Background: an optimization exercise with open tools, aiming at small area and a short achievable clock period. Do not read the settings as production practice.
At most, simulation tests tie the RTL to the original design; equivalence was not proved.
Function not checked in runs 5 to 7: the RTL went through the layout flow alone.
Power is estimated from default activity; no workload was simulated.

==> flow/design.v <==
package bbox_pkg;
    typedef logic signed [24-1:0] coord_t;
    typedef enum logic [3:0] {
        MSAA_1X  = 4'b1000,   
        MSAA_4X  = 4'b0100,   
        MSAA_16X = 4'b0010,   
        MSAA_64X = 4'b0001    
    } msaa_mode_e;
endpackage
module bbox_extent (
    input  logic [3*24-1:0] i_vert,      
    input  logic [24-1:0]           i_screen,
    input  logic [24-1:0]           i_mask,
    output logic [2:0]                        o_lo_sel,    
    output logic [3:0]                        o_hi_sel,    
    output logic                              o_ok         
);
    localparam int SF = 24;
    logic signed [SF-1:0] v0, v1, v2, f0, f1, f2, s;
    logic                 c01, c02, c12;      
    logic                 ge0, ge1, ge2;      
    logic                 pos0, pos1, pos2;   
    logic                 neg;
    logic [2:0]           lo, hi;
    assign v0 = i_vert[0*SF +: SF];
    assign v1 = i_vert[1*SF +: SF];
    assign v2 = i_vert[2*SF +: SF];
    assign f0 = v0 & i_mask;
    assign f1 = v1 & i_mask;
    assign f2 = v2 & i_mask;
    assign s  = i_screen;
    assign c01 = v1 < v0;
    assign c02 = v2 < v0;
    assign c12 = v2 < v1;
    assign lo[0] = !c01 && !c02;
    assign lo[1] =  c01 && !c12;
    assign lo[2] =  c02 &&  c12;
    assign hi[0] =  c01 &&  c02;
    assign hi[1] = !c01 &&  c12;
    assign hi[2] = !c02 && !c12;
    assign ge0 = f0 >= s;
    assign ge1 = f1 >= s;
    assign ge2 = f2 >= s;
    assign pos0 = !v0[SF-1] && |f0[SF-2:0];
    assign pos1 = !v1[SF-1] && |f1[SF-2:0];
    assign pos2 = !v2[SF-1] && |f2[SF-2:0];
    assign neg = v0[SF-1] || v1[SF-1] || v2[SF-1];
    assign o_lo_sel = neg ? 3'b000 : lo;
    assign o_hi_sel = (ge0 || ge1 || ge2) ? 4'b1000 : {1'b0, hi};
    assign o_ok = !(ge0 && ge1 && ge2)
               && !s[SF-1] && |s[SF-2:0]
               && (pos0 || pos1 || pos2);
endmodule
module bbox_grid_clip (
    input  logic [3*24-1:0] i_vert,
    input  logic [24-1:0]           i_screen,
    input  logic [24-1:0]           i_mask,
    input  logic [2:0]                        i_lo_sel,
    input  logic [3:0]                        i_hi_sel,
    output logic [24-1:0]           o_lo,
    output logic [24-1:0]           o_hi
);
    localparam int SF = 24;
    always_comb begin
        o_lo = '0;
        o_hi = i_screen & {SF{i_hi_sel[3]}};
        for (int v = 0; v < 3; v++) begin
            o_lo |= i_vert[v*SF +: SF] & i_mask & {SF{i_lo_sel[v]}};
            o_hi |= i_vert[v*SF +: SF] & i_mask & {SF{i_hi_sel[v]}};
        end
    end
endmodule
module bbox_pipe #(
    parameter int WIDTH = 1,
    parameter bit RESET = 1'b0
) (
    input  logic             clk,
    input  logic             i_rst,
    input  logic             i_halt,          
    input  logic [WIDTH-1:0] i_data,
    output logic [WIDTH-1:0] o_data
);
    if (RESET) begin : g_rst
        always_ff @(posedge clk) begin
            if (i_rst)        o_data <= '0;
            else if (!i_halt) o_data <= i_data;
        end
    end else begin : g_norst
        always_ff @(posedge clk) begin
            if (!i_halt) o_data <= i_data;
        end
    end
endmodule
module bbox (
    input  logic                              clk,
    input  logic                              i_rst,
    input  logic [3*24-1:0] i_vert_x,    
    input  logic [3*24-1:0] i_vert_y,
    input  logic                              i_valid,
    input  logic [24-1:0]           i_screen_w,
    input  logic [24-1:0]           i_screen_h,
    input  logic [3:0]                        i_msaa,        
    input  logic                              i_halt,
    output logic [3*24-1:0] o_vert_x,
    output logic [3*24-1:0] o_vert_y,
    output logic [24-1:0]           o_ll_x,
    output logic [24-1:0]           o_ll_y,
    output logic [24-1:0]           o_ur_x,
    output logic [24-1:0]           o_ur_y,
    output logic                              o_valid
);
    localparam int NV = 3;
    localparam int SF = 24;
    localparam int RX = 10;
    localparam int VW = NV * SF;
    logic [2:0]    keep_in;
    always_comb begin
        case (i_msaa)
            bbox_pkg::MSAA_4X:  keep_in = 3'b100;
            bbox_pkg::MSAA_16X: keep_in = 3'b110;
            bbox_pkg::MSAA_64X: keep_in = 3'b111;
            default:            keep_in = 3'b000;
        endcase
    end
    logic [VW-1:0] s1_vx, s1_vy;
    logic [SF-1:0] s1_sw, s1_sh;
    logic [2:0]    s1_keep;
    logic          s1_valid;
    bbox_pipe #(.WIDTH(2*VW + 2*SF + 3)) u_s1 (
        .clk(clk), .i_rst(i_rst), .i_halt(i_halt),
        .i_data({i_vert_x, i_vert_y, i_screen_w, i_screen_h, keep_in}),
        .o_data({s1_vx, s1_vy, s1_sw, s1_sh, s1_keep})
    );
    bbox_pipe #(.WIDTH(1), .RESET(1'b1)) u_s1v (
        .clk(clk), .i_rst(i_rst), .i_halt(i_halt), .i_data(i_valid), .o_data(s1_valid)
    );
    logic [SF-1:0] s1_mask;
    assign s1_mask = {{(SF-RX){1'b1}}, s1_keep, {(RX-3){1'b0}}};
    logic [2:0] lsel_x, lsel_y;
    logic [3:0] hsel_x, hsel_y;
    logic       ok_x, ok_y;
    bbox_extent u_ext_x (
        .i_vert(s1_vx), .i_screen(s1_sw), .i_mask(s1_mask),
        .o_lo_sel(lsel_x), .o_hi_sel(hsel_x), .o_ok(ok_x)
    );
    bbox_extent u_ext_y (
        .i_vert(s1_vy), .i_screen(s1_sh), .i_mask(s1_mask),
        .o_lo_sel(lsel_y), .o_hi_sel(hsel_y), .o_ok(ok_y)
    );
    logic [VW-1:0] s2_vx, s2_vy;
    logic [SF-1:0] s2_sw, s2_sh;
    logic [2:0]    s2_keep;
    logic [2:0]    s2_lsel_x, s2_lsel_y;
    logic [3:0]    s2_hsel_x, s2_hsel_y;
    logic          s2_valid;
    bbox_pipe #(.WIDTH(2*VW + 2*SF + 3 + 14)) u_s2 (
        .clk(clk), .i_rst(i_rst), .i_halt(i_halt),
        .i_data({s1_vx, s1_vy, s1_sw, s1_sh, s1_keep, lsel_x, lsel_y, hsel_x, hsel_y}),
        .o_data({s2_vx, s2_vy, s2_sw, s2_sh, s2_keep, s2_lsel_x, s2_lsel_y, s2_hsel_x, s2_hsel_y})
    );
    bbox_pipe #(.WIDTH(1), .RESET(1'b1)) u_s2v (
        .clk(clk), .i_rst(i_rst), .i_halt(i_halt),
        .i_data(s1_valid && ok_x && ok_y), .o_data(s2_valid)
    );
    logic [SF-1:0] s2_mask;
    assign s2_mask = {{(SF-RX){1'b1}}, s2_keep, {(RX-3){1'b0}}};
    logic [SF-1:0] ll_x, ll_y, ur_x, ur_y;
    bbox_grid_clip u_clip_x (
        .i_vert(s2_vx), .i_screen(s2_sw), .i_mask(s2_mask),
        .i_lo_sel(s2_lsel_x), .i_hi_sel(s2_hsel_x), .o_lo(ll_x), .o_hi(ur_x)
    );
    bbox_grid_clip u_clip_y (
        .i_vert(s2_vy), .i_screen(s2_sh), .i_mask(s2_mask),
        .i_lo_sel(s2_lsel_y), .i_hi_sel(s2_hsel_y), .o_lo(ll_y), .o_hi(ur_y)
    );
    logic [SF-RX+1:0] s3_ll_x, s3_ll_y;
    bbox_pipe #(.WIDTH(2*VW + 2*SF + 2*(SF-RX+2))) u_s3 (
        .clk(clk), .i_rst(i_rst), .i_halt(i_halt),
        .i_data({s2_vx, s2_vy, ur_x, ur_y, ll_x[SF-2:RX-3], ll_y[SF-2:RX-3]}),
        .o_data({o_vert_x, o_vert_y, o_ur_x, o_ur_y, s3_ll_x, s3_ll_y})
    );
    bbox_pipe #(.WIDTH(1), .RESET(1'b1)) u_s3v (
        .clk(clk), .i_rst(i_rst), .i_halt(i_halt), .i_data(s2_valid), .o_data(o_valid)
    );
    assign o_ll_x = {1'b0, s3_ll_x, {(RX-3){1'b0}}};
    assign o_ll_y = {1'b0, s3_ll_y, {(RX-3){1'b0}}};
endmodule
==> flow/run.sh <==
#!/bin/bash
# synth_recipe.tcl (not shown) runs the flow's synth.tcl, then flattens the netlist and writes it again
# the make line also repeats each setting of config.mk as NAME=value (left out here)
make -C /OpenROAD-flow-scripts/flow DESIGN_CONFIG=/design/flow/config.mk WORK_HOME=/design/flow/orfs CLKGATE_MAP_FILE= SYNTH_SCRIPT=/design/flow/synth_recipe.tcl finish
==> flow/config.mk <==
export PLATFORM = sky130hd
export DESIGN_NAME = bbox
export DESIGN_NICKNAME = bbox
export VERILOG_FILES = /design/flow/design.v
export SDC_FILE = /design/flow/constraint.sdc
export NUM_CORES = 4
export LEC_CHECK = 0
export CAP_MARGIN = 20
export CORE_MARGIN = 2
export CORE_UTILIZATION = 25
export SLEW_MARGIN = 20
==> flow/constraint.sdc <==
create_clock -name core_clock -period 8.0 [get_ports {clk}]
set_input_delay 1.6000 -clock core_clock [delete_from_list [all_inputs] [get_ports {clk}]]
set_output_delay 1.6000 -clock core_clock [all_outputs]
set_load 0.01 [all_outputs]
==> results of run 1 <==
-- synth_stat cells, drive strengths merged, types with 32 or more instances --
master and count:
nand4 37, nor4 42, a21oi 44, ha 242, and2 33, edfxtp 628
inv 167, a21o 32, a222oi 38, a22oi 58, nand2 60, nor2 32
o21ai 42
-- metal layers --
metal  vias up  GRT usage
met1      8141      0.203
li1       7636          -
met3       160     0.0470
met4        28     0.0536
met2       688      0.227
met5         -          0
-- report_power, final --
part / leakage (nW) / total [mW] / internal [mW] / switching, mW
Clock: 1.15 / 3.33 / 1.98 / 1.36
Combinational: 5.90 / 0.924 / 0.451 / 0.473
Sequential: 6.19 / 4.18 / 3.93 / 0.250
-- registers in the layout (all words and copies together) (netlist names) --
name,count
u_s3.o_data,224
u_s2.o_data,209
u_s2v.o_data,1
u_s3v.o_data,1
u_s1.o_data,195
u_s1v.o_data,1
-- critical path: cells and delay by family --
| family | cells | cell delay [ns] |
|---|---|---|
| buffers and inverters | 4 | 2.50 |
-- area by class of cell --
class	instances	area [sq um]	share of cell area
clock inverters	45	507	0.0145
inverters	167	631	0.0180
repair buffers	434	4350	0.124
clock buffers	83	1860	0.0532
multi-input cells	863	7020	0.200
diodes	3	7.51	0.000214
well taps	1391	1740	0.0497
flip-flops and latches	631	18900	0.540
-- worst paths after layout --
check | endpoint | slack, ns | cells after the start
worst max-delay path | u_s1.o_data[158]$_DFFE_PN_ | 3.82 | 4
worst min-delay path | u_s3.o_data[157]$_DFFE_PN_ | 0.41 | 0
worst max register to register | u_s2.o_data[2]$_SDFFCE_PP0N_ | 4.91 | 9
worst min register to register | u_s3.o_data[157]$_DFFE_PN_ | 0.41 | 0
-- stage by stage --
stage | instances | total power, mW | util | area [sq um] | setup WS, ns
after global placement | 3486 | 5.16 | 0.309 | 32600 | 3.28
after global routing | 3615 | 8.78 | 0.332 | 35000 | 3.71
after detailed placement | 3486 | 5.17 | 0.309 | 32600 | 3.27
after floorplan | 1699 | 4.65 | - | 26800 | -3.31
final | 3617 | 8.44 | 0.332 | 35000 | 3.82
after CTS | 3614 | 8.55 | 0.332 | 35000 | 3.97
-- cells by family (layout without fill, tap and decap cells) --
| logic type | count (synthesis) | after routing | share of synthesized area |
|---|---|---|---|
| buffers and inverters | 205 | 729 | 0.0311 |
| xor gates and xnor gates | 2 | 2 | 0.000656 |
| DFF | 631 | 631 | 0.709 |
| AOI/OAI and AO/OA | 310 | 310 | 0.0847 |
| muxes | 6 | 6 | 0.00248 |
| other | 1 | 19 | 0.000140 |
| and+or+nand+nor | 287 | 287 | 0.0590 |
| adders and majority gates | 242 | 242 | 0.113 |
==> notes.md, run 1 <==
Resized cells post-CTS = 0
routed len/inst = 23.2 um
number of setup buffers added after CTS = 0
Slew Viols, Final = 0
WL met2 = 37,100 um
library cells used by synthesis = 66
number of I/O pins = 441
Area Overhead vs Synth = 31.2%
number of synthesized flops with an enable pin = 628
hold_ws = 0.408 ns
Pre-Repair DR Iteration Count = 12
maximum vdd ir drop = 194 uV
Worst setup EP type = register
Seq/Total Area, Yosys = 0.709
Hold Startpoint = u_s2.o_data[142]$_DFFE_PN_
Fmax = 0.239 GHz
H-Tree Depth = 3
commonest non-fill, non-tap cell in the layout = edfxtp_1
Yosys top cell by area = edfxtp_1
met3 routed WL = 7870 um
skew final = 0.0255 ns
Setup TNS = 0 ns
drt total wl = 84,100 um
status = timing/DRC/antenna clean
fin crit share = 0.523
Critical Path AT = 4.43 ns
Clock Path Buffers = 3
Core Area = 0.106 sq mm
Post-DP HPWL = 63,200 um
area of the die = 0.109 sq mm
RSZ-0062 raised after global routing = false
Worst setup startpoint = i_halt
Die Ht = 331 um
mapped cell area = 0.0267 sq mm
Detailed Route Iter0 Violations = 1,650
commonest cells after routing, fill and taps aside = edfxtp_1 (628), clkdlybuf4s50_1 (424), ha_1 (242), inv_1 (166), clkbuf_16 (73)
Post-synth top flop = edfxtp_1
Critical-path top delay cell = buf_12
Critical Path Fanout Max = 197
worst hold path class = reg -> reg
syn_area_per_cell = 15.9 sq um
layout cells sized above 1 = 0.0544
fill count = 10.2k
Port-buffer cells = 424
crit start category = input port
post-route ant nets = 0
highest routed layer = met5
detailed-route via count = 16.7k
CP Data Required Time = 8.24 ns
slew margin rel. = 0.265
largest net degree at the start of global routing = 198
initial antenna violation count = 19
max-cap violation count = 0
hold_buf cts = 0
vias per cell = 4.60
gr ovfl total = 0
chip width = 331 um
final setup vio count = 0
yosys warns = 6
cts bufs inserted = 73
RR Startpoint = u_s1.o_data[2]$_DFFE_PN_
CTS tree = yes
post-synth top area share = 0.706
Final GP Congestion = 0.870
CP cell instances = clkdlybuf4s50_1, clkinvlp_4, buf_4, buf_12
Worst Tran Pin Value = 1.10 ns
path type of the worst setup path = in -> reg
Static Leak = 13.2 nW
minimum clock period = 4.18 ns
Seq cells post-synth = 631
top post-synthesis cells by area = edfxtp_1 (71%), ha_1 (11%), inv_1 (2.3%)
clk latency of the worst-skew pair = 0.63 ns
drt drc = 0
Hold Fails Final Rpt = 0
wire length on met1 = 36,600 um
clock sinks = 631
Root Buffer Master = clkbuf_16
Pwr Density = 241 mW/mm^2
nets@finish = 2,612
Cells after Synth = 1,684
# rows = 119
GRT Overall Usage = 0.150
Synth async-reset ratio = 0
first-pass GRT wire length = 117,000 um
number of global-route vias before repair = 16.6k
max incr delay on CP = 0.72 ns
starting density of the core = 0.253
Worst-path clk slew = 0.06 ns
==> run 2: changes to the inputs <==
--- a/flow/design.v
+++ b/flow/design.v
@@ -29,18 +29,22 @@
     assign f1 = v1 & i_mask;
     assign f2 = v2 & i_mask;
     assign s  = i_screen;
-    assign c01 = v1 < v0;
-    assign c02 = v2 < v0;
-    assign c12 = v2 < v1;
+    bbox_lt u_c01 (.i_a(v1), .i_b(v0), .o_lt(c01));
+    bbox_lt u_c02 (.i_a(v2), .i_b(v0), .o_lt(c02));
+    bbox_lt u_c12 (.i_a(v2), .i_b(v1), .o_lt(c12));
     assign lo[0] = !c01 && !c02;
     assign lo[1] =  c01 && !c12;
     assign lo[2] =  c02 &&  c12;
     assign hi[0] =  c01 &&  c02;
     assign hi[1] = !c01 &&  c12;
     assign hi[2] = !c02 && !c12;
-    assign ge0 = f0 >= s;
-    assign ge1 = f1 >= s;
-    assign ge2 = f2 >= s;
+    logic lt0, lt1, lt2;
+    bbox_lt u_l0 (.i_a(f0), .i_b(s), .o_lt(lt0));
+    bbox_lt u_l1 (.i_a(f1), .i_b(s), .o_lt(lt1));
+    bbox_lt u_l2 (.i_a(f2), .i_b(s), .o_lt(lt2));
+    assign ge0 = !lt0;
+    assign ge1 = !lt1;
+    assign ge2 = !lt2;
     assign pos0 = !v0[SF-1] && |f0[SF-2:0];
     assign pos1 = !v1[SF-1] && |f1[SF-2:0];
     assign pos2 = !v2[SF-1] && |f2[SF-2:0];
@@ -50,6 +54,35 @@
     assign o_ok = !(ge0 && ge1 && ge2)
                && !s[SF-1] && |s[SF-2:0]
                && (pos0 || pos1 || pos2);
+endmodule
+module bbox_lt (
+    input  logic [24-1:0] i_a,
+    input  logic [24-1:0] i_b,
+    output logic                    o_lt       
+);
+    localparam int SF = 24;
+    localparam int LV = 5;                  
+    localparam int NP = 1 << LV;
+    logic [NP-1:0] lt [LV+1];
+    logic [NP-1:0] eq [LV+1];
+    always_comb begin
+        for (int l = 0; l <= LV; l++) begin
+            lt[l] = '0;
+            eq[l] = '1;
+        end
+        for (int i = 0; i < SF; i++) begin
+            if (i == SF - 1) lt[0][i] = i_a[i] & ~i_b[i];
+            else             lt[0][i] = ~i_a[i] & i_b[i];
+            eq[0][i] = ~(i_a[i] ^ i_b[i]);
+        end
+        for (int l = 1; l <= LV; l++) begin
+            for (int i = 0; i < (NP >> l); i++) begin
+                lt[l][i] = lt[l-1][2*i+1] | (eq[l-1][2*i+1] & lt[l-1][2*i]);
+                eq[l][i] = eq[l-1][2*i+1] & eq[l-1][2*i];
+            end
+        end
+    end
+    assign o_lt = lt[LV][0];
 endmodule
 module bbox_grid_clip (
     input  logic [3*24-1:0] i_vert,
--- a/flow/config.mk
+++ b/flow/config.mk
@@ -7,5 +7,5 @@
 export LEC_CHECK = 0
 export CAP_MARGIN = 20
 export CORE_MARGIN = 2
-export CORE_UTILIZATION = 25
+export CORE_UTILIZATION = 65
 export SLEW_MARGIN = 20
==> run 2 against run 1 <==
  * Global-route usage rose by 18 points
  * Setup slack better by 0.46 ns
  * Clock skew fell by 0.011 ns
  * Register-to-register slack better by 0.02 ns
  * First-iteration DRC count grew 19%
  * Flip-flop and latch count did not move
  * Utilization increased by 49 points
  * Total power fell by 8.1%
  * Maximum frequency increased by 12%
  * Clock power is 19% lower
  * Non-clock buffer count decreased by 3
  * Critical path type unchanged
  * Largest cell class unchanged
  * Largest power group unchanged
==> notes.md, run 2 <==
Critical Path End = u_s2.o_data[153]$_DFFE_PN_
Resized cells post-CTS = 0
first-pass GRT wire length = 102,000 um
Die Ht = 206 um
R2R Path End = u_s2.o_data[5]$_SDFFCE_PP0N_
commonest non-fill, non-tap cell in the layout = edfxtp_1
Port-buffer cells = 424
library cells used by synthesis = 53
final setup vio count = 0
detailed-route via count = 16.9k
path type of the worst setup path = in -> reg
most common cell in the netlist = edfxtp_1
maximum vdd ir drop = 249 uV
instance count on the critical path = 4
crit start category = input port
Critical-path top delay cell = clkinvlp_4
Post-DP HPWL = 49,200 um
number of I/O pins = 441
total power = 7.75 mW
GRT Overall Usage = 0.329
Crit path max-delay family = buffers and inverters
CP cell instances = clkdlybuf4s50_1, clkinvlp_4, buf_12, buf_16
# rows = 74
gr ovfl total = 0
Cells after Synth = 1,664
Seq/Total Area, Yosys = 0.713
Slew Viols, Final = 0
slew margin rel. = 0.254
status = timing/DRC/antenna clean
chip width = 206 um
Worst setup startpoint = i_halt
clk latency of the worst-skew pair = 0.61 ns
initial antenna violation count = 9
CP Data Required Time = 8.27 ns
nets@finish = 2,573
commonest cells after routing, fill and taps aside = edfxtp_1 (628), clkdlybuf4s50_1 (424), ha_1 (242), inv_1 (155), nand2_1 (73)
starting density of the core = 0.654
Worst setup EP type = register
post-route ant nets = 0
Core Area = 0.0406 sq mm
Detailed Route Iter0 Violations = 1,958
worst hold path class = reg -> reg
Synth async-reset ratio = 0
Buf/Inv on CP = 4
fin crit share = 0.466
minimum clock period = 3.72 ns
Regs by FF count = u_s3.o_data (224), u_s2.o_data (209), u_s1.o_data (195)
post-synth top area share = 0.711
Yosys top cell by area = edfxtp_1
placed cell area = 0.0314 sq mm
RSZ-0062 raised after global routing = false
Worst Tran Pin Value = 1.12 ns
hold_buf cts = 0
Area Overhead vs Synth = 25.4%
Pwr Density = 233 mW/mm^2
drt total wl = 70,300 um
routed len/inst = 25.8 um
Final GP Congestion = 0.895
RR Startpoint = u_s1.o_data[151]$_DFFE_PN_
max-cap violation count = 0
largest register by flop count = u_s3.o_data
Clock Path Buffers = 3
r2r setup slk = 4.93 ns
Critical Path AT = 3.99 ns
Critical Path Fanout Max = 131
mapped cell area = 0.0265 sq mm
setup ws final = 4.28 ns
Final Util = 0.820
drt drc = 0
Fmax = 0.269 GHz
number of global-route vias before repair = 17.1k
skew final = 0.0143 ns
max FFs per register = 224
Post-synth top flop = edfxtp_1
cts bufs inserted = 57
synth cell count leaders = edfxtp_1 (628), ha_1 (242), inv_1 (156)
max incr delay on CP = 0.73 ns
Worst-path clk slew = 0.06 ns
Static Leak = 13.1 nW
clock sinks = 631
number of synthesized flops with an enable pin = 628
largest net degree at the start of global routing = 230
top post-synthesis cells by area = edfxtp_1 (71%), ha_1 (11%), inv_1 (2.2%)
layout cells sized above 1 = 0.0432
Pre-Repair DR Iteration Count = 9
Seq cells post-synth = 631
area of the die = 0.0424 sq mm
syn_area_per_cell = 15.9 sq um
DP Worst Slack = 3.83 ns
vias per cell = 6.23
hold_ws = 0.419 ns
number of setup buffers added after CTS = 0
Hold Fails Final Rpt = 0
H-Tree Depth = 2
Finished Cell Area = 0.0333 sq mm
CTS tree = yes
yosys warns = 9
Root Buffer Master = clkbuf_16
worst-case reg-to-reg path depth = 8
-- run 2: cell count changes in the layout (fill, tap and decap cells not counted), moves of 7 or more --
cell,change
a21o_1,+25
and2_1,-19
clkbuf_16,-15
nor2_1,+14
a21oi_1,+13
nand2_1,+13
nor4_1,-13
inv_1,-11
nand3_1,-10
a31oi_1,-9
and3b_1,+8
o21a_1,+8
diode_2,+7
-- run 2: power by group --
group / switching [mW] / total (mW) / leakage (nW) / internal, mW
logic: 0.452 / 0.894 / 5.98 / 0.442
registers: 0.224 / 4.15 / 6.19 / 3.92
clock network: 1.17 / 2.71 / 0.907 / 1.55
total: 1.84 / 7.75 / 13.1 / 5.91
-- run 2: layout make-up --
class	instances	area, sq um
inverters	156	589
multi-input cells	854	6880
repair buffers	431	4330
diodes	10	25.0
well taps	532	666
clock inverters	40	374
flip-flops and latches	631	18900
fillers	2104	7300
clock buffers	65	1480
-- run 2: per-layer routing --
| metal | wire length (um) | vias up | track usage |
|---|---|---|---|
| met5 | 0 | - | 0 |
| li1 | - | 7470 | - |
| met3 | 5580 | 176 | 0.0490 |
| met4 | 2900 | 0 | 0.159 |
| met1 | 24700 | 8308 | 0.399 |
| met2 | 37100 | 983 | 0.581 |
-- run 2: kinds of logic after synthesis --
group	after synthesis	share of synthesized area
other	1	0.000141
multiplexers	2	0.000755
buffers and inverters	194	0.0297
AO/OA/AOI/OAI	325	0.0883
flip-flops	631	0.713
adder cells (fa/ha/maj)	242	0.114
AND/OR/NAND/NOR	267	0.0531
XOR/XNOR	2	0.000660
-- run 2: stage by stage --
step / instances / TNS [ns]
4_1_cts: 2708 / 0
6_report: 2719 / 0
2_1_floorplan: 1679 / -2088.03
5_1_grt: 2718 / 0
3_5_place_dp: 2603 / 0
3_3_place_gp: 2603 / 0
-- run 2: worst min-delay path by stage --
stage,depth (start not counted),startpoint,to
global route,0,u_s2.o_data[162]$_DFFE_PN_,u_s3.o_data[177]$_DFFE_PN_
floorplan,0,u_s2.o_data[89]$_DFFE_PN_,u_s3.o_data[104]$_DFFE_PN_
finish,0,u_s2.o_data[118]$_DFFE_PN_,u_s3.o_data[133]$_DFFE_PN_
CTS,0,u_s2.o_data[161]$_DFFE_PN_,u_s3.o_data[176]$_DFFE_PN_
global placement,0,u_s2.o_data[187]$_DFFE_PN_,u_s3.o_data[202]$_DFFE_PN_
detailed placement,0,u_s2.o_data[161]$_DFFE_PN_,u_s3.o_data[176]$_DFFE_PN_
==> run 3: changes to the inputs <==
--- a/flow/config.mk
+++ b/flow/config.mk
@@ -8,4 +8,5 @@
 export CAP_MARGIN = 20
 export CORE_MARGIN = 2
 export CORE_UTILIZATION = 65
+export SETUP_SLACK_MARGIN = 5
 export SLEW_MARGIN = 20
==> run 3 against run 2 <==
  * Still clean on timing, DRC and antenna
  * Setup slack gained 0.75 ns
  * Utilization is 0.48 points lower
  * Total power shrank 0.69%
  * Routed wire length up 0.32%
  * Sequential power about the same
  * Critical path depth is 3 lower
  * Largest cell class unchanged
==> notes.md, run 3 <==
status = timing/DRC/antenna clean
internal power = 5.86 mW
routed len/inst = 25.9 um
nets@finish = 2,580
starting density of the core = 0.654
instance count on the critical path = 1
largest register by flop count = u_s3.o_data
Worst setup EP type = output port
detailed-route via count = 17.0k
layout cells sized above 1 = 0.0472
number of synthesized flops with an enable pin = 628
clock power share = 0.352
Final GP Congestion = 0.895
area of the die = 0.0424 sq mm
post-synth top area share = 0.711
minimum clock period = 2.97 ns
drt drc = 0
number of I/O pins = 441
Regs by FF count = u_s3.o_data (224), u_s2.o_data (209), u_s1.o_data (195)
Post-DP HPWL = 49,200 um
cts bufs inserted = 57
top post-synthesis cells by area = edfxtp_1 (71%), ha_1 (11%), inv_1 (2.2%)
placed cell area = 0.0314 sq mm
yosys warns = 9
Seq cells post-synth = 631
gr ovfl total = 0
drt total wl = 70,500 um
largest net degree at the start of global routing = 116
Port-buffer cells = 424
R2R Path End = u_s2.o_data[6]$_SDFFCE_PP0N_
Cells after Synth = 1,664
library cells used by synthesis = 53
commonest cells after routing, fill and taps aside = edfxtp_1 (628), ha_1 (242), dlygate4sd2_1 (223), clkdlybuf4s50_1 (198), inv_1 (155)
r2r setup slk = 5.13 ns
Root Buffer Master = clkbuf_16
Pwr Density = 233 mW/mm^2
first-pass GRT wire length = 103,000 um
final setup vio count = 0
post-route ant nets = 0
skew final = 0.0166 ns
chip width = 206 um
commonest non-fill, non-tap cell in the layout = edfxtp_1
vias per cell = 6.23
worst-case reg-to-reg path depth = 7
syn_area_per_cell = 15.9 sq um
path type of the worst setup path = reg -> out
Flop pwr share = 0.538
Synth async-reset ratio = 0
H-Tree Depth = 2
Pre-Repair DR Iteration Count = 9
Detailed Route Iter0 Violations = 2,009
Fmax = 0.337 GHz
max FFs per register = 224
Clock Path Buffers = 3
Yosys top cell by area = edfxtp_1
Crit path max-delay family = flip-flops
Buf/Inv on CP = 1
synth cell count leaders = edfxtp_1 (628), ha_1 (242), inv_1 (156)
Die Ht = 206 um
Finished Cell Area = 0.0331 sq mm
Core Area = 0.0406 sq mm
storage element area = 0.0189 sq mm
fin crit share = 0.371
Area Overhead vs Synth = 24.6%
Worst-path clk slew = 0.07 ns
fill count = 2,274
Final Util = 0.815
Slew Viols, Final = 0
crit start category = register
Critical-path top delay cell = edfxtp_1
GRT Overall Usage = 0.334
Critical Path End = o_vert_x[10]
CP Data Required Time = 6.40 ns
worst hold path class = reg -> reg
Static Leak = 13.4 nW
RSZ-0062 raised after global routing = false
max-cap violation count = 0
maximum vdd ir drop = 250 uV
clock sinks = 631
CTS tree = yes
Comb power frac = 0.111
Seq/Total Area, Yosys = 0.713
Worst Tran Pin Value = 1.16 ns
max incr delay on CP = 0.41 ns
most common cell in the netlist = edfxtp_1
Sw Share = 0.238
RR Startpoint = u_s1.o_data[30]$_DFFE_PN_
clk latency of the worst-skew pair = 0.62 ns
Sw Pwr = 1.84 mW
Critical Path AT = 1.37 ns
Hold Fails Final Rpt = 0
initial antenna violation count = 8
Worst setup startpoint = u_s3.o_data[162]$_DFFE_PN_
CP cell instances = clkdlybuf4s15_1
slew margin rel. = 0.227
Critical Path Fanout Max = 1
# rows = 74
number of global-route vias before repair = 17.1k
area of the multi-input gates = 0.00689 sq mm
Post-synth top flop = edfxtp_1
mapped cell area = 0.0265 sq mm
[run 3: cell counts after synthesis]
No cell type changed its count.
[run 3: cell families (layout without fill, tap and decap cells)]
logic type      after synthesis  in the layout  synth area share
flops                       631            631             0.713
fa+ha+maj                   242            242             0.114
xor+xnor                      2              2          0.000660
mux                           2              2          0.000755
simple gates                267            267            0.0531
buf+inv                     194            699            0.0297
compound gates              325            325            0.0883
other cells                   1             23          0.000141
[run 3: metrics by stage]
stage	hold WS, ns	cells	TNS (ns)	setup WS, ns	total power, mW
after CTS	0.419	2715	0	4.84	7.71
final	0.416	2723	0	5.03	7.70
after global placement	0.402	2603	0	3.91	5.02
after detailed placement	0.405	2603	0	3.83	5.07
after global routing	0.420	2722	0	5.01	7.95
after floorplan	0.400	1679	-2088.03	-3.32	4.62
[run 3: metal layers]
| layer | vias to the layer above | wire [um] | part of all wire | track usage |
|---|---|---|---|---|
| met2 | 1012 | 36900 | 0.52 | 0.586 |
| li1 | 7492 | - | - | - |
| met3 | 187 | 6080 | 0.086 | 0.0497 |
| met4 | 0 | 3020 | 0.043 | 0.158 |
| met5 | - | 0 | 0 | 0 |
| met1 | 8268 | 24400 | 0.35 | 0.408 |
[run 3: layout make-up]
type,instances,share of cell area
sequential,631,0.572
multi-input combinational,854,0.208
timing repair buffer,436,0.125
clock buffer,65,0.0447
tap,532,0.0201
inverter,156,0.0178
clock inverter,40,0.0113
antenna,7,0.000530
timing repair inverter,2,0.000378
[run 3: timing repair]
item,CTS,global route
endpoints found under the hold margin,0,0
setup endpoints to repair,829,281
gates resized for setup,236,5
hold buffers,0,0
gates cloned,3,0
buffers inserted,4,1
[run 3: how the worst min path moves through the flow]
stage / startpoint / end / slack (ns) / cells past startpoint
global route: u_s2.o_data[66]$_DFFE_PN_ / u_s3.o_data[81]$_DFFE_PN_ / 0.42 / 0
finish: u_s2.o_data[118]$_DFFE_PN_ / u_s3.o_data[133]$_DFFE_PN_ / 0.42 / 0
detailed placement: u_s2.o_data[161]$_DFFE_PN_ / u_s3.o_data[176]$_DFFE_PN_ / 0.40 / 0
floorplan: u_s2.o_data[89]$_DFFE_PN_ / u_s3.o_data[104]$_DFFE_PN_ / 0.40 / 0
global placement: u_s2.o_data[187]$_DFFE_PN_ / u_s3.o_data[202]$_DFFE_PN_ / 0.40 / 0
CTS: u_s2.o_data[161]$_DFFE_PN_ / u_s3.o_data[176]$_DFFE_PN_ / 0.42 / 0
[run 3: worst reg2reg max path, delay by kind of cell (launching register included)]
kind	cells	cell delay, ns
AO/OA/AOI/OAI	3	0.80
flip-flops	1	0.40
AND/OR/NAND/NOR	4	1.44
[run 3: power by group through the flow]
stage	registers, mW	logic (mW)	clock network [mW]
6_report	4.14	0.852	2.71
5_1_grt	4.16	0.938	2.86
4_1_cts	4.13	0.843	2.73
3_5_place_dp	4.20	0.864	0
3_3_place_gp	4.19	0.829	0
2_1_floorplan	4.19	0.439	0
==> run 4: changes to the inputs <==
==> flow/flow/run.sh (new file) <==
#!/bin/bash
# Standard ORFS layout, with single-strength port buffers instead of the
# default delay-buffer cell; everything else as the standard.sh
set -euo pipefail
export BUFFER_PORTS_ARGS="-buffer_cell sky130_fd_sc_hd__buf_1"
bash standard.sh finish > flow_orfs.log 2>&1
==> flow/standard.sh (new file) <==
#!/bin/bash
# synth_recipe.tcl (not shown) runs the flow's synth.tcl, then flattens the netlist and writes it again
# the make line also repeats each setting of config.mk as NAME=value (left out here)
make -C /OpenROAD-flow-scripts/flow DESIGN_CONFIG=/design/flow/config.mk WORK_HOME=/design/flow/orfs CLKGATE_MAP_FILE= SYNTH_SCRIPT=/design/flow/synth_recipe.tcl "${@:-finish}"
removed: flow/run.sh
==> run 4 against run 3 <==
  * Still clean
  * Critical path depth did not move
  * First-iteration DRC count shrank 18%
  * Final area fell by 6.9%
  * Register-to-register slack improved by 0.06 ns
  * Clock skew is 0.0018 ns lower
  * Clock power is 2% higher
  * Combinational power fell by 15%
  * Count of clock-buffer cells in the layout increased by 9
  * Via count is 2.7% lower
  * Synthesized area stayed put
  * Sequential share of layout area grew 4.3 points
  * Maximum frequency rose by 2.9%
  * Critical path type unchanged
  * Critical endpoint is now o_ur_x[10]
==> notes.md, run 4 <==
Post-DP HPWL = 47,600 um
GRT Overall Usage = 0.310
Final Util = 0.759
number of I/O pins = 441
Final Non-Filler Cells = 2,723
max FFs per register = 224
CP Data Required Time = 6.40 ns
hold_buf cts = 0
Post-Place Cells = 2,604
cts bufs inserted = 59
Slew Viols, Final = 0
top post-synthesis cells by area = edfxtp_1 (71%), ha_1 (11%), inv_1 (2.2%)
Worst setup EP type = output port
total power = 7.63 mW
Worst Tran Pin Value = 1.19 ns
Seq/Total Area, Yosys = 0.713
Die Ht = 206 um
fin crit share = 0.361
Fmax = 0.347 GHz
worst-case reg-to-reg path depth = 7
max-cap violation count = 0
H-Tree Depth = 2
most common cell in the netlist = edfxtp_1
crit start category = register
layout cells sized above 1 = 0.0462
R2R Path End = u_s2v.o_data$_SDFFE_PP0N_
Critical Path AT = 1.29 ns
number of synthesized flops with an enable pin = 628
Pre-Repair DR Iteration Count = 9
DP Worst Slack = 3.87 ns
Hold Startpoint = u_s2.o_data[118]$_DFFE_PN_
initial antenna violation count = 5
slew margin rel. = 0.209
clk latency of the worst-skew pair = 0.62 ns
yosys warns = 9
Clock Path Buffers = 3
Detailed Route Iter0 Violations = 1,655
Finished Cell Area = 0.0308 sq mm
placed cell area = 0.0287 sq mm
drt total wl = 66,200 um
clock sinks = 631
number of global-route vias before repair = 15.9k
vias per cell = 6.06
Root Buffer Master = clkbuf_16
status = timing/DRC/antenna clean
mapped cell area = 0.0265 sq mm
Synth async-reset ratio = 0
worst hold path class = reg -> reg
setup ws final = 5.11 ns
path type of the worst setup path = reg -> out
Worst-path clk slew = 0.06 ns
Critical-path top delay cell = edfxtp_1
Area Overhead vs Synth = 16.0%
synth cell count leaders = edfxtp_1 (628), ha_1 (242), inv_1 (156)
drt drc = 0
hold path cells = 0
commonest non-fill, non-tap cell in the layout = edfxtp_1
chip width = 206 um
Buf/Inv on CP = 1
largest net degree at the start of global routing = 124
final setup vio count = 0
r2r setup slk = 5.19 ns
RR Startpoint = u_s1.o_data[30]$_DFFE_PN_
CP cell instances = buf_1
CTS tree = yes
# rows = 74
syn_area_per_cell = 15.9 sq um
Cells after Synth = 1,664
Port-buffer cells = 424
Crit path max-delay family = flip-flops
Seq cells post-synth = 631
area of the die = 0.0424 sq mm
Static Leak = 12.0 nW
nets@finish = 2,579
minimum clock period = 2.89 ns
post-route ant nets = 0
Core Area = 0.0406 sq mm
starting density of the core = 0.654
Final GP Congestion = 0.900
Setup TNS = 0 ns
skew final = 0.0148 ns
fill count = 2,481
Critical Path Fanout Max = 1
routed len/inst = 24.3 um
Worst Hold End = u_s3.o_data[133]$_DFFE_PN_
Pwr Density = 248 mW/mm^2
Yosys top cell by area = edfxtp_1
largest register by flop count = u_s3.o_data
maximum vdd ir drop = 201 uV
post-synth top area share = 0.711
gr ovfl total = 0
Post-synth top flop = edfxtp_1
library cells used by synthesis = 53
detailed-route via count = 16.5k
max incr delay on CP = 0.50 ns
hold_ws = 0.417 ns
Hold Fails Final Rpt = 0
Regs by FF count = u_s3.o_data (224), u_s2.o_data (209), u_s1.o_data (195)
first-pass GRT wire length = 95,400 um
commonest cells after routing, fill and taps aside = edfxtp_1 (628), buf_1 (424), ha_1 (242), inv_1 (155), nand2_1 (73)
RSZ-0062 raised after global routing = false
[run 4: cell counts after synthesis]
No cell type changed its count.
[run 4: cell families after synthesis]
logic type	Yosys count	share of synthesized area
adders and majority gates	242	0.114
buffers and inverters	194	0.0297
and+or+nand+nor	267	0.0531
xor gates and xnor gates	2	0.000660
muxes	2	0.000755
AOI/OAI and AO/OA	325	0.0883
DFF	631	0.713
other	1	0.000141
[run 4: final cells by class]
| cell class | instances | area (sq um) | area share |
|---|---|---|---|
| clock buffer | 74 | 1580 | 0.0512 |
| inverter | 156 | 589 | 0.0192 |
| timing repair inverter | 1 | 5.00 | 0.000163 |
| tap | 532 | 666 | 0.0216 |
| sequential | 631 | 18900 | 0.615 |
| antenna | 5 | 12.5 | 0.000407 |
| timing repair buffer | 434 | 1770 | 0.0577 |
| multi-input combinational | 854 | 6890 | 0.224 |
| clock inverter | 36 | 340 | 0.0111 |
[run 4: power breakdown]
part           total [mW]  switching, mW  internal, mW
clock                2.76           1.17          1.59
sequential           4.14          0.218          3.92
combinational       0.728          0.436         0.293
[run 4: how the worst max path moves through the flow]
stage	start	endpoint	depth (start not counted)
floorplan	i_halt	u_s1.o_data[0]$_DFFE_PN_	1
global placement	i_halt	u_s3.o_data[133]$_DFFE_PN_	4
detailed placement	i_halt	u_s2.o_data[21]$_DFFE_PN_	4
CTS	u_s1.o_data[172]$_DFFE_PN_	u_s2.o_data[13]$_SDFFCE_PP0N_	9
global route	u_s1.o_data[172]$_DFFE_PN_	u_s2.o_data[13]$_SDFFCE_PP0N_	9
finish	u_s3.o_data[66]$_DFFE_PN_	o_ur_x[10]	1
[run 4: layer usage]
layer  part of all wire  routed length (um)  vias to the layer above  global-route usage
met1               0.37               24500                     7964               0.397
met4              0.043                2840                        0               0.135
met3              0.081                5380                      159              0.0514
met2               0.51               33500                      888               0.526
li1                   -                   -                     7484                   -
met5                  0                   0                        -                   0
[run 4: what timing repair did]
action                                 4_1_cts  5_1_grt
setup buffers                                0        2
endpoints found under the hold margin        0        0
setup endpoints to repair                  369      193
gates cloned                                 2        0
resized for setup                           10        3
==> run 5: changes to the inputs <==
--- a/flow/design.v
+++ b/flow/design.v
@@ -64,21 +64,25 @@
     localparam int LV = 5;                  
     localparam int NP = 1 << LV;
     logic [NP-1:0] lt [LV+1];
-    logic [NP-1:0] eq [LV+1];
+    logic [NP-1:0] gt [LV+1];
     always_comb begin
         for (int l = 0; l <= LV; l++) begin
             lt[l] = '0;
-            eq[l] = '1;
+            gt[l] = '0;
         end
         for (int i = 0; i < SF; i++) begin
-            if (i == SF - 1) lt[0][i] = i_a[i] & ~i_b[i];
-            else             lt[0][i] = ~i_a[i] & i_b[i];
-            eq[0][i] = ~(i_a[i] ^ i_b[i]);
+            if (i == SF - 1) begin
+                lt[0][i] = i_a[i] & ~i_b[i];
+                gt[0][i] = ~i_a[i] & i_b[i];
+            end else begin
+                lt[0][i] = ~i_a[i] & i_b[i];
+                gt[0][i] = i_a[i] & ~i_b[i];
+            end
         end
         for (int l = 1; l <= LV; l++) begin
             for (int i = 0; i < (NP >> l); i++) begin
-                lt[l][i] = lt[l-1][2*i+1] | (eq[l-1][2*i+1] & lt[l-1][2*i]);
-                eq[l][i] = eq[l-1][2*i+1] & eq[l-1][2*i];
+                lt[l][i] = lt[l-1][2*i+1] | (~gt[l-1][2*i+1] & lt[l-1][2*i]);
+                gt[l][i] = gt[l-1][2*i+1] | (~lt[l-1][2*i+1] & gt[l-1][2*i]);
             end
         end
     end
--- a/flow/config.mk
+++ b/flow/config.mk
@@ -7,6 +7,6 @@
 export LEC_CHECK = 0
 export CAP_MARGIN = 20
 export CORE_MARGIN = 2
-export CORE_UTILIZATION = 65
+export CORE_UTILIZATION = 70
 export SETUP_SLACK_MARGIN = 5
 export SLEW_MARGIN = 20
==> run 5 against run 4 <==
  * Die area decreased by 10%
  * Total power decreased by 0.73%
  * Critical path type is now reg -> reg
  * Critical path depth increased by 8
  * Sequential power increased by 1%
==> notes.md, run 5 <==
status = timing/DRC/antenna clean
vias per cell = 6.55
area of the die = 0.0382 sq mm
drt total wl = 69,000 um
Fmax = 0.324 GHz
Sw Pwr = 1.88 mW
CP Data Required Time = 8.37 ns
H-Tree Depth = 2
post-route ant nets = 0
Flop pwr share = 0.554
Final Util = 0.821
clock power share = 0.348
WL met2 = 35,300 um
Hold Startpoint = u_s2.o_data[143]$_DFFE_PN_
Die Ht = 195 um
Critical Path AT = 3.46 ns
CTS tree = yes
hold_ws = 0.419 ns
Hold Fails Final Rpt = 0
fill count = 1,851
most common cell in the netlist = edfxtp_1
# rows = 70
Regs by FF count = u_s3.o_data (224), u_s2.o_data (209), u_s1.o_data (195)
Cells after Synth = 1,721
synth cell count leaders = edfxtp_1 (628), inv_1 (146), nand2_1 (112)
number of I/O pins = 441
Static Leak = 10.4 nW
Root Buffer Master = clkbuf_16
clock sinks = 631
Port-buffer cells = 424
max-cap violation count = 0
highest routed layer = met4
Pre-Repair DR Iteration Count = 9
top post-synthesis cells by area = edfxtp_1 (73%), maj3_1 (4.3%), a22oi_1 (2.2%)
Worst Tran Pin Value = 1.07 ns
first-pass GRT wire length = 101,000 um
Area Overhead vs Synth = 16.3%
Core Area = 0.0363 sq mm
mux share of post-synthesis cell area = 0.000780
detailed-route via count = 17.7k
starting density of the core = 0.706
drt drc = 0
Synth async-reset ratio = 0
slew margin rel. = 0.286
max FFs per register = 224
Sw Share = 0.249
Post-Place Cells = 2,568
crit start category = register
Worst-path clk slew = 0.07 ns
largest register by flop count = u_s3.o_data
RSZ-0062 raised after global routing = true
number of global-route vias before repair = 17.1k
r2r setup slk = 4.91 ns
Comb power frac = 0.098
Seq cells post-synth = 631
simple-gate share of the synthesized area = 0.0712
DP Worst Slack = 4.32 ns
met3 routed WL = 6820 um
Pwr Density = 254 mW/mm^2
largest net degree at the start of global routing = 209
Synth Area in Compound Gates = 0.109
layout cells sized above 1 = 0.0772
syn_area_per_cell = 14.9 sq um
maximum vdd ir drop = 222 uV
fin crit share = 0.386
Slew Viols, Final = 0
wire length on met1 = 23,200 um
Final Non-Filler Cells = 2,700
commonest cells after routing, fill and taps aside = edfxtp_1 (628), buf_1 (424), inv_1 (143), nand2_1 (110), maj3_1 (107)
initial antenna violation count = 3
number of synthesized flops with an enable pin = 628
Post-Synth Adder-Cell Area = 0.0482
commonest non-fill, non-tap cell in the layout = edfxtp_1
nets@finish = 2,388
combinational family with the most area after synthesis = compound AO/OA/AOI/OAI gates
GRT Overall Usage = 0.357
final setup vio count = 0
chip width = 195 um
internal power = 5.69 mW
Clock Path Buffers = 3
Critical Path Fanout Max = 4
Post-DP HPWL = 46,200 um
post-synth top area share = 0.735
mapped cell area = 0.0257 sq mm
minimum clock period = 3.09 ns
clk latency of the worst-skew pair = 0.62 ns
library cells used by synthesis = 74
worst hold path class = reg -> reg
Yosys top cell by area = edfxtp_1
total power = 7.57 mW
Detailed Route Iter0 Violations = 2,490
Post-synth top flop = edfxtp_1
yosys warns = 9
Worst setup startpoint = u_s1.o_data[51]$_DFFE_PN_
Synth Area in XOR/XNOR = 0.000682
Final GP Congestion = 1.02
Seq/Total Area, Yosys = 0.737
setup ws final = 4.91 ns
RR Startpoint = u_s1.o_data[51]$_DFFE_PN_
routed len/inst = 25.5 um
path type of the worst setup path = reg -> reg
Worst setup EP type = register
skew final = 0.0239 ns
cts bufs inserted = 57
gr ovfl total = 0
run 5: cell count changes in the layout (fill, tap and decap cells not counted), moves of 20 or more:
cell,change
ha_1,-242
maj3_1,+107
a21o_1,-47
nand2_1,+37
nand2b_1,+32
buf_4,+27
nand4_1,-27
nor2_1,+25
o21ai_0,+25
a21oi_1,+22
nor2b_1,+20
run 5: cell type report:
cell class,count,area (sq um),share of cell area
diodes,3,7.51,0.000251
clock inverters,36,280,0.00939
clock buffers,64,1500,0.0501
multi-input cells,895,6120,0.205
well taps,468,586,0.0196
repair buffers,456,1890,0.0633
inverters,146,552,0.0185
repair inverters,1,5.00,0.000168
flip-flops and latches,631,18900,0.634
run 5: repair_timing:
item	4_1_cts	5_1_grt
gates cloned	1	0
setup buffers	3	24
setup endpoints to repair	299	269
resized for setup	11	25
hold buffers	0	0
pin swaps	8	12
run 5: power groups by stage:
stage | clock, mW | combinational, mW | sequential [mW]
floorplan | 0 | 0.447 | 4.21
global placement | 0 | 0.651 | 4.24
detailed placement | 0 | 0.671 | 4.25
CTS | 2.64 | 0.695 | 4.19
global route | 2.76 | 0.800 | 4.22
finish | 2.63 | 0.743 | 4.20
run 5: cell families (layout without fill, tap and decap cells):
| family | count (synthesis) | after routing |
|---|---|---|
| adders and majority gates | 122 | 122 |
| xor gates and xnor gates | 2 | 2 |
| AOI/OAI and AO/OA | 395 | 395 |
| and+or+nand+nor | 358 | 358 |
| buffers and inverters | 210 | 703 |
| DFF | 631 | 631 |
| other | 1 | 19 |
| muxes | 2 | 2 |
run 5: worst paths after layout:
path / to / cells after the start
max: u_s2.o_data[10]$_SDFFCE_PP0N_ / 9
min: u_s3.o_data[158]$_DFFE_PN_ / 0
max reg2reg: u_s2.o_data[10]$_SDFFCE_PP0N_ / 9
min reg2reg: u_s3.o_data[158]$_DFFE_PN_ / 0
run 5: layer usage:
layer,vias to the layer above,global-route usage
met5,-,0
met4,0,0.176
met3,255,0.0544
met2,1303,0.619
met1,8522,0.443
li1,7608,-
run 5: worst max-delay path: stages, from the launching register on:
cell	delay (ns)
edfxtp_1	0.40
nor2b_4	0.15
maj3_2	0.30
maj3_2	0.31
maj3_2	0.30
maj3_2	0.30
maj3_2	0.32
nor4b_4	0.38
o41ai_4	0.16
and3b_2	0.24
run 5: stage by stage:
stage	TNS (ns)	instance area, sq um
final	0	29900
after global routing	0	29900
after CTS	0	29500
after detailed placement	0	27700
after global placement	0	27700
after floorplan	-2078.74	25700
==> run 6: changes to the inputs <==
--- a/flow/config.mk
+++ b/flow/config.mk
@@ -8,5 +8,6 @@
 export CAP_MARGIN = 20
 export CORE_MARGIN = 2
 export CORE_UTILIZATION = 70
+export GPL_TIMING_DRIVEN = 1
 export SETUP_SLACK_MARGIN = 5
 export SLEW_MARGIN = 20
==> run 6 against run 5 <==
  * Clock skew did not move
  * Still clean on timing, DRC and antenna
  * Largest cell class unchanged
  * Sequential power barely moved
  * Non-clock buffer count did not move
  * Setup slack did not move
  * Routed wire length did not move
  * Global-route usage did not move
  * Synthesized cell count did not move
  * Count of clock-buffer cells in the layout did not move
==> notes.md, run 6 <==
Detailed Route Iter0 Violations = 2,490
largest register by flop count = u_s3.o_data
top post-synthesis cells by area = edfxtp_1 (73%), maj3_1 (4.3%), a22oi_1 (2.2%)
skew final = 0.0239 ns
Port-buffer cells = 424
maximum vdd ir drop = 222 uV
detailed-route via count = 17.7k
number of I/O pins = 441
Final Util = 0.821
Critical Path Fanout Max = 4
Fmax = 0.324 GHz
Post-synth top flop = edfxtp_1
storage element area = 0.0189 sq mm
crit start category = register
Worst Hold End = u_s3.o_data[158]$_DFFE_PN_
R2R Path End = u_s2.o_data[10]$_SDFFCE_PP0N_
# rows = 70
Pre-Repair DR Iteration Count = 9
Synth Area in XOR/XNOR = 0.000682
Area Overhead vs Synth = 16.3%
Pwr Density = 254 mW/mm^2
Root Buffer Master = clkbuf_16
Cells after Synth = 1,721
clk latency of the worst-skew pair = 0.62 ns
starting density of the core = 0.706
status = timing/DRC/antenna clean
worst-case reg-to-reg path depth = 9
placed cell area = 0.0277 sq mm
drt total wl = 69,000 um
area of the multi-input gates = 0.00612 sq mm
RSZ-0062 raised after global routing = true
worst hold path class = reg -> reg
Core Area = 0.0363 sq mm
mux share of post-synthesis cell area = 0.000780
mapped cell area = 0.0257 sq mm
Seq cells post-synth = 631
chip width = 195 um
hold path cells = 0
Synth async-reset ratio = 0
commonest cells after routing, fill and taps aside = edfxtp_1 (628), buf_1 (424), inv_1 (143), nand2_1 (110), maj3_1 (107)
r2r setup slk = 4.91 ns
simple-gate share of the synthesized area = 0.0712
Finished Cell Area = 0.0299 sq mm
Worst Tran Pin Value = 1.07 ns
Post-Synth Adder-Cell Area = 0.0482
Worst-path clk slew = 0.07 ns
Synth Area in Compound Gates = 0.109
setup ws final = 4.91 ns
Hold Startpoint = u_s2.o_data[143]$_DFFE_PN_
DP Worst Slack = 4.32 ns
nets@finish = 2,388
cts bufs inserted = 57
syn_area_per_cell = 14.9 sq um
fill count = 1,851
path type of the worst setup path = reg -> reg
Post-DP HPWL = 46,200 um
first-pass GRT wire length = 101,000 um
GRT Overall Usage = 0.357
clock sinks = 631
Yosys top cell by area = edfxtp_1
fin crit share = 0.386
slew margin rel. = 0.286
H-Tree Depth = 2
Seq/Total Area, Yosys = 0.737
layout cells sized above 1 = 0.0772
largest net degree at the start of global routing = 209
Static Leak = 10.4 nW
minimum clock period = 3.09 ns
Clock Path Buffers = 3
final setup vio count = 0
gr ovfl total = 0
vias per cell = 6.55
Regs by FF count = u_s3.o_data (224), u_s2.o_data (209), u_s1.o_data (195)
post-synth top area share = 0.735
RR Startpoint = u_s1.o_data[51]$_DFFE_PN_
commonest non-fill, non-tap cell in the layout = edfxtp_1
Slew Viols, Final = 0
post-route ant nets = 0
yosys warns = 9
combinational family with the most area after synthesis = compound AO/OA/AOI/OAI gates
hold_buf cts = 0
number of synthesized flops with an enable pin = 628
Final GP Congestion = 1.02
Worst setup EP type = register
Critical Path AT = 3.46 ns
CTS tree = yes
max-cap violation count = 0
most common cell in the netlist = edfxtp_1
max FFs per register = 224
Die Ht = 195 um
Setup TNS = 0 ns
Final Non-Filler Cells = 2,700
initial antenna violation count = 3
area of the die = 0.0382 sq mm
drt drc = 0
Hold Fails Final Rpt = 0
Post-Place Cells = 2,568
synth cell count leaders = edfxtp_1 (628), inv_1 (146), nand2_1 (112)
number of global-route vias before repair = 17.1k
routed len/inst = 25.5 um
CP Data Required Time = 8.37 ns
library cells used by synthesis = 74
run 6: cell counts after synthesis:
Identical to the previous run, type by type.
run 6: worst max path at each step:
| stage | from | end | slack [ns] | depth (start not counted) |
|---|---|---|---|---|
| floorplan | i_halt | u_s1.o_data[0]$_DFFE_PN_ | -3.31 | 1 |
| global placement | i_halt | u_s1.o_data[163]$_DFFE_PN_ | 4.40 | 3 |
| detailed placement | i_halt | u_s1.o_data[100]$_DFFE_PN_ | 4.32 | 3 |
| CTS | u_s1.o_data[51]$_DFFE_PN_ | u_s2.o_data[10]$_SDFFCE_PP0N_ | 4.90 | 9 |
| global route | u_s1.o_data[51]$_DFFE_PN_ | u_s2.o_data[10]$_SDFFCE_PP0N_ | 4.85 | 9 |
| finish | u_s1.o_data[51]$_DFFE_PN_ | u_s2.o_data[10]$_SDFFCE_PP0N_ | 4.91 | 9 |
run 6: worst max-delay path, cell delays in order (launching register included):
cell and delay (ns):
edfxtp_1 0.40, nor2b_4 0.15, maj3_2 0.30, maj3_2 0.31, maj3_2 0.30, maj3_2 0.30
maj3_2 0.32, nor4b_4 0.38, o41ai_4 0.16, and3b_2 0.24
run 6: logic make-up (layout without fill, tap and decap cells):
group           count (synthesis)  count (layout)
fa+ha+maj                     122             122
xor+xnor                        2               2
flops                         631             631
simple gates                  358             358
other cells                     1              19
mux                             2               2
compound gates                395             395
buf+inv                       210             703
run 6: per-layer routing:
metal | part of all wire | track usage
met2 | 0.51 | 0.619
met4 | 0.052 | 0.176
met1 | 0.34 | 0.443
met3 | 0.099 | 0.0544
met5 | 0 | 0
run 6: power by group:
group	switching (mW)	leakage, nW	internal [mW]
logic	0.450	3.38	0.293
registers	0.266	6.19	3.93
clock network	1.17	0.868	1.46
run 6: what timing repair did:
item,4_1_cts,5_1_grt
hold endpoints to repair,0,0
gates cloned,1,0
buffers inserted,3,24
resized for setup,11,25
pin swaps,8,12
setup endpoints to repair,299,269
run 6: layout make-up:
type                       instances  area share
clock buffer                      64      0.0501
inverter                         146      0.0185
tap                              468      0.0196
antenna                            3    0.000251
sequential                       631       0.634
clock inverter                    36     0.00939
timing repair buffer             456      0.0633
multi-input combinational        895       0.205
timing repair inverter             1    0.000168
run 6: through the flow:
stage | total power, mW | hold WS, ns
4_1_cts | 7.52 | 0.418
6_report | 7.57 | 0.419
2_1_floorplan | 4.66 | 0.400
3_5_place_dp | 4.92 | 0.405
5_1_grt | 7.77 | 0.419
3_3_place_gp | 4.89 | 0.401
==> run 7: changes to the inputs <==
==> flow/flow/run.sh (replaced) <==
#!/bin/bash
# Standard ORFS layout, with single-strength port buffers instead of the
# default delay-buffer cell, and timing repair aimed past the 5 ns margin cap
set -euo pipefail
export BUFFER_PORTS_ARGS="-buffer_cell sky130_fd_sc_hd__buf_1"
bash standard.sh SETUP_SLACK_MARGIN=5.6 finish > flow_orfs.log 2>&1
--- a/flow/config.mk
+++ b/flow/config.mk
@@ -7,7 +7,6 @@
 export LEC_CHECK = 0
 export CAP_MARGIN = 20
 export CORE_MARGIN = 2
-export CORE_UTILIZATION = 70
-export GPL_TIMING_DRIVEN = 1
+export CORE_UTILIZATION = 65
 export SETUP_SLACK_MARGIN = 5
 export SLEW_MARGIN = 20
==> run 7 against run 6 <==
  * Clock power grew 9.9%
  * Critical path type unchanged
  * Final cell count grew 4.3%
  * Critical endpoint unchanged
  * Count of clock-buffer cells in the layout grew 4
  * Still clean
  * Highest routed layer is now met5
  * Die area grew 7.5%
  * Global-route usage grew 0.11 points
  * Synthesized cell count is the same
  * Flip-flop and latch count is the same
  * Synthesized area is the same
==> notes.md, run 7 <==
fin crit share = 0.388
Post-Place Cells = 2,619
starting density of the core = 0.661
Yosys top cell by area = edfxtp_1
initial antenna violation count = 4
max FFs per register = 224
Area Overhead vs Synth = 22.3%
max incr delay on CP = 0.40 ns
GRT Overall Usage = 0.358
Hold Fails Final Rpt = 0
largest register by flop count = u_s3.o_data
skew final = 0.0408 ns
Seq/Total Area, Yosys = 0.737
Final Util = 0.808
Critical Path AT = 3.48 ns
drt drc = 0
Final Non-Filler Cells = 2,817
routed len/inst = 26.6 um
DP Worst Slack = 3.76 ns
yosys warns = 9
Root Buffer Master = clkbuf_16
most common cell in the netlist = edfxtp_1
# rows = 72
top post-synthesis cells by area = edfxtp_1 (73%), maj3_1 (4.3%), a22oi_1 (2.2%)
Fmax = 0.322 GHz
library cells used by synthesis = 74
total power = 7.95 mW
RSZ-0062 raised after global routing = true
Cells after Synth = 1,721
Synth async-reset ratio = 0
Worst setup EP type = register
Final GP Congestion = 0.933
area of the die = 0.0411 sq mm
Setup TNS = 0 ns
Hold Startpoint = u_s2.o_data[91]$_DFFE_PN_
nets@finish = 2,444
max-cap violation count = 0
slew margin rel. = 0.232
number of synthesized flops with an enable pin = 628
Post-DP HPWL = 46,300 um
H-Tree Depth = 2
Static Leak = 11.6 nW
hold_ws = 0.418 ns
post-route ant nets = 0
Worst-path clk slew = 0.06 ns
chip width = 203 um
gr ovfl total = 0
detailed-route via count = 18.0k
Buf/Inv on CP = 0
minimum clock period = 3.10 ns
Port-buffer cells = 424
Seq cells post-synth = 631
path type of the worst setup path = reg -> reg
number of I/O pins = 441
drt total wl = 74,800 um
RR Startpoint = u_s1.o_data[51]$_DFFE_PN_
Worst setup startpoint = u_s1.o_data[51]$_DFFE_PN_
cell repeated most along the worst path = maj3_2
Post-synth top flop = edfxtp_1
mapped cell area = 0.0257 sq mm
placed cell area = 0.0278 sq mm
first-pass GRT wire length = 108,000 um
Regs by FF count = u_s3.o_data (224), u_s2.o_data (209), u_s1.o_data (195)
Detailed Route Iter0 Violations = 2,602
maximum vdd ir drop = 237 uV
clock sinks = 631
Critical Path Fanout Max = 4
CTS tree = yes
final setup vio count = 0
commonest cells after routing, fill and taps aside = edfxtp_1 (628), buf_1 (224), clkbuf_2 (170), inv_1 (143), nand2_1 (110)
CP cell instances = nor2b_4, maj3_2, maj3_2, maj3_2, maj3_2, maj3_2, nor4b_4, o41ai_4, and3b_2
crit start category = register
Worst Tran Pin Value = 1.15 ns
commonest non-fill, non-tap cell in the layout = edfxtp_1
worst hold path class = reg -> reg
post-synth top area share = 0.735
syn_area_per_cell = 14.9 sq um
largest net degree at the start of global routing = 70
Finished Cell Area = 0.0314 sq mm
Critical-path top delay cell = edfxtp_1
fill count = 2,092
Crit path max-delay family = adder cells
Slew Viols, Final = 0
Pre-Repair DR Iteration Count = 7
number of global-route vias before repair = 17.2k
layout cells sized above 1 = 0.216
Pwr Density = 253 mW/mm^2
synth cell count leaders = edfxtp_1 (628), inv_1 (146), nand2_1 (112)
Clock Path Buffers = 3
cts bufs inserted = 59
Core Area = 0.0388 sq mm
vias per cell = 6.38
r2r setup slk = 4.90 ns
CP Data Required Time = 8.38 ns
clk latency of the worst-skew pair = 0.64 ns
setup ws final = 4.90 ns
Die Ht = 203 um
status = timing/DRC/antenna clean
==> run 7: cell counts after synthesis <==
Identical to the previous run, type by type.
==> run 7: cell type report <==
type / count / area [sq um] / share of cell area
flip-flops and latches: 631 / 18900 / 0.603
multi-input cells: 895 / 6390 / 0.204
repair buffers: 510 / 2870 / 0.0915
clock buffers: 68 / 1550 / 0.0495
well taps: 518 / 648 / 0.0207
inverters: 146 / 552 / 0.0176
clock inverters: 44 / 430 / 0.0137
diodes: 4 / 10.0 / 0.000319
repair inverters: 1 / 5.00 / 0.000159
==> run 7: cells by family after synthesis <==
family	synth area share
fa+ha+maj	0.0482
simple gates	0.0712
other cells	0.000146
buf+inv	0.0334
compound gates	0.109
xor+xnor	0.000683
flops	0.737
mux	0.000780
==> run 7: timing repair <==
item	4_1_cts	5_1_grt
resized for setup	100	210
hold endpoints to repair	0	0
setup endpoints to repair	868	342
hold buffers	0	0
gates cloned	10	1
pin swaps	35	21
buffers inserted	41	29
==> run 7: worst paths after layout <==
| path | end | depth (start not counted) |
|---|---|---|
| worst max-delay path | u_s2.o_data[10]$_SDFFCE_PP0N_ | 9 |
| worst min-delay path | u_s3.o_data[106]$_DFFE_PN_ | 0 |
| worst max register to register | u_s2.o_data[10]$_SDFFCE_PP0N_ | 9 |
| worst min register to register | u_s3.o_data[106]$_DFFE_PN_ | 0 |
==> run 7: report_power, final <==
group	leakage, nW	switching [mW]	internal, mW
Sequential	6.19	0.274	3.93
Combinational	4.47	0.495	0.371
Clock	0.952	1.26	1.63
==> run 7: routing by layer <==
| metal | share of wire | GRT usage | vias up |
|---|---|---|---|
| met5 | 0.00049 | 0 | - |
| met4 | 0.023 | 0.104 | 6 |
| met3 | 0.13 | 0.0790 | 128 |
| met2 | 0.47 | 0.553 | 1421 |
| met1 | 0.38 | 0.521 | 8681 |
| li1 | - | - | 7750 |

[what the ideal ports hide]
In the flow no input, the clock included, has a driving cell. The finished layouts below were timed again as built, in two steps. Step 1, drivers: a clkbuf_16 drives clk and a buf_2 each remaining input, both assumed. Step 2 times the ports against the registers' clock, not the clock port: input delays grow and output delays shrink by t, the midpoint of the rising clock arrivals with the driver on. Slacks: no drivers / after step 1 / after step 2; pairs: no drivers / after step 1.
run	t (ns)	slack for setup (ns)	worst setup path at the end	worst data-port slew with drivers (ns)	cell pins on the clock port's net
run 1	0.681	3.815 / 3.849 / 3.168	input to register	0.13	1
run 2	0.665	4.276 / 4.234 / 3.570	input to register	0.09	1
run 3	0.665	5.030 / 4.974 / 4.681	input to register	0.10	1
run 4	0.670	5.114 / 5.058 / 4.476	input to register	0.09	1
run 5	0.661	4.910 / 4.910 / 4.573	input to register	0.10	1
run 6	0.661	4.910 / 4.910 / 4.573	input to register	0.10	1
run 7	0.679	4.898 / 4.898 / 4.898	register to register	0.09	1
After both steps every run listed still meets setup and hold. For run 2, which loses most, drivers alone change the setup slack by -0.042 ns; drivers and shift together by -0.706 ns.
